Context: an optimization exercise on an open-source flow, tuned for small area, a short achievable clock period and few clock cycles per item. The choices shown serve that exercise and are no tape-out recipe. Where RTL was checked, it was by simulation tests only, not by an equivalence proof against the original.

==> flow/design.v (excerpt) <==
module hsl_to_rgb_converter (
	input  logic clk,
	input  logic arst_n,
	input  logic hsl_valid,
	output logic hsl_stall,
	input  hsl_pkg::hsl_t hsl,
	output logic rgb_valid,
	input  logic rgb_stall,
	output hsl_pkg::rgb_t rgb
);
make LEC_CHECK=0 ABC_CLOCK_PERIOD_IN_PS=2500 CAP_MARGIN=20 CORE_MARGIN=2 CORE_UTILIZATION=40 SETUP_SLACK_MARGIN=3.0 SLEW_MARGIN=20 SYNTH_HIERARCHICAL=1 SYNTH_MINIMUM_KEEP_SIZE=0 finish   # period 7.0 ns
run.sh (not shown) runs the stock make flow with config.mk's settings and CLKGATE_MAP_FILE= SYNTH_SCRIPT=/design/flow/synth_recipe.tcl, a recipe that flattens the netlist after the stock synthesis.
==> next run, changes <==
--- a/flow/design.v
+++ b/flow/design.v
@@ -87,20 +87,21 @@
 		end else if (adv) begin
 			v1 <= hsl_valid;
 			v2 <= v1;
 			v3 <= v2;
 			vo <= v3;
 		end
 	end
 	assign hsl_stall = !adv;
 	assign rgb_valid = vo;
 	logic [8:0] s1, l1;
+	logic gt1;
 	logic [7:0] L1;
 	logic [3:0] hb1;
 	logic [7:0] hl1;
 	logic [2:0] sec1;
 	logic [15:0] P1;
 	logic [11:0] G1;
 	logic [15:0] P2;
 	logic [11:0] G2;
 	logic [8:0] l2;
 	logic [2:0] sec2;
@@ -1707,21 +1708,21 @@
 	logic w1597;
 	logic w1598;
 	logic w1599;
 	logic [8:0] s0, l0;
 	logic       gt0;
 	logic [7:0] L0;
 	logic [6:0] hr0;
 	always_comb begin
 		s0  = {hsl.saturation[8], hsl.saturation[7:0] & {8{!hsl.saturation[8]}}};
 		l0  = {hsl.lightness[8],  hsl.lightness[7:0]  & {8{!hsl.lightness[8]}}};
-		gt0 = !l0[8] && l0[7] && (|l0[6:0]);
+		gt0 = l0[8] || (l0[7] && (|l0[6:0]));
 		L0  = gt0 ? 8'(9'd256 - l0) : l0[7:0];
 		case (hsl.hue[14:8])
 			7'd0: hr0 = 7'h00;
 			7'd1: hr0 = 7'h01;
 			7'd2: hr0 = 7'h02;
 			7'd3: hr0 = 7'h03;
 			7'd4: hr0 = 7'h04;
 			7'd5: hr0 = 7'h05;
 			7'd6: hr0 = 7'h06;
 			7'd7: hr0 = 7'h07;
@@ -1843,20 +1844,21 @@
 			7'd123: hr0 = 7'h23;
 			7'd124: hr0 = 7'h24;
 			7'd125: hr0 = 7'h25;
 			7'd126: hr0 = 7'h26;
 			7'd127: hr0 = 7'h27;
 			default: hr0 = 7'h00;
 		endcase
 	end
 	logic [11:0] f1;
 	logic        hz1;
+	assign l1 = gt1 ? 9'(9'd256 - {1'b0, L1}) : {1'b0, L1};
 	assign hz1 = (hl1 == 8'd0);
 	assign f1[7:0]  = sec1[0] ? 8'(9'd256 - {1'b0, hl1}) : hl1;
 	assign f1[11:8] = hb1 + {3'd0, sec1[0] & hz1};
 	assign P1[0] = w0;
 	assign P1[1] = w161;
 	assign P1[2] = w251;
 	assign P1[3] = w252;
 	assign P1[4] = w253;
 	assign P1[5] = w254;
 	assign P1[6] = w255;
@@ -3202,21 +3204,21 @@
 	assign w1593 = w1430 ^ w1576;
 	assign w1594 = w1432 ^ w1578;
 	assign w1595 = w1434 ^ w1580;
 	assign w1596 = w1436 ^ w1582;
 	assign w1597 = w1438 ^ w1584;
 	assign w1598 = w1440 ^ w1586;
 	assign w1599 = w1442 ^ w1588;
 	always_ff @(posedge clk) begin
 		if (adv) begin
 			s1   <= s0;
-			l1   <= l0;
+			gt1  <= gt0;
 			L1   <= L0;
 			hb1  <= hr0[3:0];
 			sec1 <= hr0[6:4];
 			hl1  <= hsl.hue[7:0];
 			P2   <= P1;
 			G2   <= G1;
 			l2   <= l1;
 			sec2 <= sec1;
 			r3[0] <= w289;
 			r3[1] <= w290;
What happened:
- routed wire length decreases slightly
- sequential cell count decreases by 7
- clock-buffer cell count is unchanged
- via count decreases slightly
- setup slack improved by 77 ps
- final cell count decreases slightly
- final area decreases slightly
- core utilization decreases by 0.30 points
- global-route usage is about the same
- register-to-register slack improved by 80 ps
- hold slack barely changes
- non-clock buffer count increases by 13
Testbench counts after the change, summed over its fixed seeds: cycles 16,032, items 16,000.
For the first run of this note, only the layout was checked, not whether the RTL still works.

---

hsl_to_rgb_converter, a different RTL version from the one above (not shown whole).
Size: roughly 1,700 cells after synthesis, about 63 I/O pins, about 0.017 mm^2 of cells after synthesis.
Settings: LEC_CHECK=0, ABC_AREA=1, CAP_MARGIN=20, CORE_MARGIN=2, CORE_UTILIZATION=40, CTS_BUF_LIST=sky130_fd_sc_hd__clkbuf_8, SETUP_SLACK_MARGIN=3.5, SLEW_MARGIN=20, SYNTH_HIERARCHICAL=1, SYNTH_MINIMUM_KEEP_SIZE=0; clock period 7.0 ns.
standard.sh (not shown) runs the stock make flow with config.mk's settings and CLKGATE_MAP_FILE= SYNTH_SCRIPT=/design/flow/synth_recipe.tcl, a recipe that flattens the netlist after the stock synthesis.
==> flow/flow/run.sh <==
#!/bin/bash
# Layout flow: the standard flow (standard.sh) unchanged, except that the
# port buffers that global placement inserts are buf_2 cells rather than the
# default choice. Its full output goes to standard.log in this folder.
cp standard.sh standard_sh.txt.log
export BUFFER_PORTS_ARGS="-buffer_cell sky130_fd_sc_hd__buf_2"
bash standard.sh > standard.log 2>&1
Testbench counts at the start, summed over its fixed seeds: cycles 16,032, items 16,000.
Change:
--- a/flow/design.v
+++ b/flow/design.v
@@ -3635,26 +3635,29 @@
 			r3[61] <= w1307;
 			r3[62] <= w1312;
 			r3[63] <= w1318;
 			r3[64] <= w1325;
 			r3[65] <= w1333;
 			sec3 <= sec2;
 		end
 	end
-	hsl_pkg::rgb_t y, ro;
-	always_comb begin
-		case (sec3)
-			3'd0:    y = {mx, md, mn};
-			3'd1:    y = {md, mx, mn};
-			3'd2:    y = {mn, mx, md};
-			3'd3:    y = {mn, md, mx};
-			3'd4:    y = {md, mn, mx};
-			default: y = {mx, mn, md};
-		endcase
-	end
+	logic [23:0] ro;
+	logic [2:0]  so;
+	hsl_pkg::rgb_t y;
 	always_ff @(posedge clk) begin
 		if (adv) begin
-			ro <= y;
+			ro <= {mx, md, mn};
+			so <= sec3;
 		end
 	end
-	assign rgb = ro;
+	always_comb begin
+		case (so)
+			3'd0:    y = {ro[23:16], ro[15:8], ro[7:0]};
+			3'd1:    y = {ro[15:8], ro[23:16], ro[7:0]};
+			3'd2:    y = {ro[7:0], ro[23:16], ro[15:8]};
+			3'd3:    y = {ro[7:0], ro[15:8], ro[23:16]};
+			3'd4:    y = {ro[15:8], ro[7:0], ro[23:16]};
+			default: y = {ro[23:16], ro[7:0], ro[15:8]};
+		endcase
+	end
+	assign rgb = y;
 endmodule
Synthesized cell count fell by about 3%.
Maximum frequency is about the same.
Worst setup slack hardly moves.
Die area is about the same.
Count of clock-buffer cells in the layout does not change.
Testbench counts after the change, summed over its fixed seeds: cycles 16,032, items 16,000.

---

== the reference run ==
hsl_to_rgb_converter again, from the RTL that the note above started with.
==> flow/config.mk <==
export PLATFORM = sky130hd
export DESIGN_NAME = hsl_to_rgb_converter
export DESIGN_NICKNAME = hsl_to_rgb_converter
export VERILOG_FILES = /design/flow/design.v
export SDC_FILE = /design/flow/constraint.sdc
export NUM_CORES = 4
export LEC_CHECK = 0
export ABC_AREA = 1
export CAP_MARGIN = 20
export CORE_MARGIN = 2
export CORE_UTILIZATION = 40
export SETUP_SLACK_MARGIN = 3.5
export SLEW_MARGIN = 20
export SYNTH_HIERARCHICAL = 1
export SYNTH_MINIMUM_KEEP_SIZE = 0
==> flow/constraint.sdc <==
create_clock -name core_clock -period 7.0 [get_ports {clk}]
set_input_delay 1.4000 -clock core_clock [delete_from_list [all_inputs] [get_ports {clk}]]
set_output_delay 1.4000 -clock core_clock [all_outputs]
set_load 0.01 [all_outputs]
Scripts as last shown in full above: flow/flow/run.sh
The reference run finished every step from synthesis to the final layout, and the layout passed the timing, DRC and antenna checks.
Testbench counts of the reference run, summed over its fixed seeds: cycles 16,032, items 16,000.
Here is what was changed in the inputs of the trial run compared with the reference run.
diff --git a/flow/design.v b/flow/design.v
--- a/flow/design.v
+++ b/flow/design.v
@@ -3635,26 +3635,29 @@
 			r3[61] <= w1307;
 			r3[62] <= w1312;
 			r3[63] <= w1318;
 			r3[64] <= w1325;
 			r3[65] <= w1333;
 			sec3 <= sec2;
 		end
 	end
-	hsl_pkg::rgb_t y, ro;
-	always_comb begin
-		case (sec3)
-			3'd0:    y = {mx, md, mn};
-			3'd1:    y = {md, mx, mn};
-			3'd2:    y = {mn, mx, md};
-			3'd3:    y = {mn, md, mx};
-			3'd4:    y = {md, mn, mx};
-			default: y = {mx, mn, md};
-		endcase
-	end
+	logic [23:0] ro;
+	logic [2:0]  so;
+	hsl_pkg::rgb_t y;
 	always_ff @(posedge clk) begin
 		if (adv) begin
-			ro <= y;
+			ro <= {mx, md, mn};
+			so <= sec3;
 		end
 	end
-	assign rgb = ro;
+	always_comb begin
+		case (so)
+			3'd0:    y = {ro[23:16], ro[15:8], ro[7:0]};
+			3'd1:    y = {ro[15:8], ro[23:16], ro[7:0]};
+			3'd2:    y = {ro[7:0], ro[23:16], ro[15:8]};
+			3'd3:    y = {ro[7:0], ro[15:8], ro[23:16]};
+			3'd4:    y = {ro[15:8], ro[7:0], ro[23:16]};
+			default: y = {ro[23:16], ro[7:0], ro[15:8]};
+		endcase
+	end
+	assign rgb = y;
 endmodule
==> comparison <==
- Setup slack of the critical path after layout for the trial run: 6.6 ps up relative to the reference run
- Post-synthesis cell area across the trial run and the reference run: no real change.
- Placeable core region across the trial run and the reference run: no real change.
- Hold slack, the trial run and the reference run: smaller value in the trial run
- Going from the reference run to the trial run, tightest slew margin relative to the limit decreased 7.1 points, die area essentially unchanged, proportion of cell area occupied by registers increased 0.51 points.
Testbench counts of the trial run, summed over its fixed seeds: cycles 16,032, items 16,000.

## re-timing with driven ports
How much do the figures lean on ideal ports? The routed layouts below were timed once more, with nothing changed but the port constraints. Step 1: set_driving_cell puts a clkbuf_16 on clk and a buf_2 on each other input, an assumption about the parent block. Step 2 moves the port delays by t, midway between the first and last clock arrival at a register: inputs arrive t later, outputs are due t later. That takes back most of the time a late clock gives input paths. Three values: no drivers, after step 1, after step 2; two values: the first two.
run	t, ns	setup slack, ns	worst hold slack (ns)	clock arrival spread, ns
the first run of note 1	0.513	2.880 / 2.880 / 2.880	0.421 / 0.421 / 0.421	0.014 / 0.014
the second run of note 1	0.508	2.958 / 2.958 / 2.958	0.423 / 0.423 / 0.423	0.015 / 0.015
the first run of note 2	0.532	3.574 / 3.574 / 3.574	0.433 / 0.433 / 0.433	0.021 / 0.020
the second run of note 2	0.536	3.575 / 3.549 / 3.549	0.421 / 0.421 / 0.421	0.016 / 0.016
the reference run	0.493	3.563 / 3.563 / 3.563	0.428 / 0.428 / 0.428	0.014 / 0.014
the trial run	0.492	3.570 / 3.545 / 3.545	0.418 / 0.418 / 0.418	0.012 / 0.012
After both steps setup and hold are still met in every run listed. For the second run of note 2, which loses most, drivers alone change the setup slack by -0.026 ns; drivers and shift together by -0.026 ns.
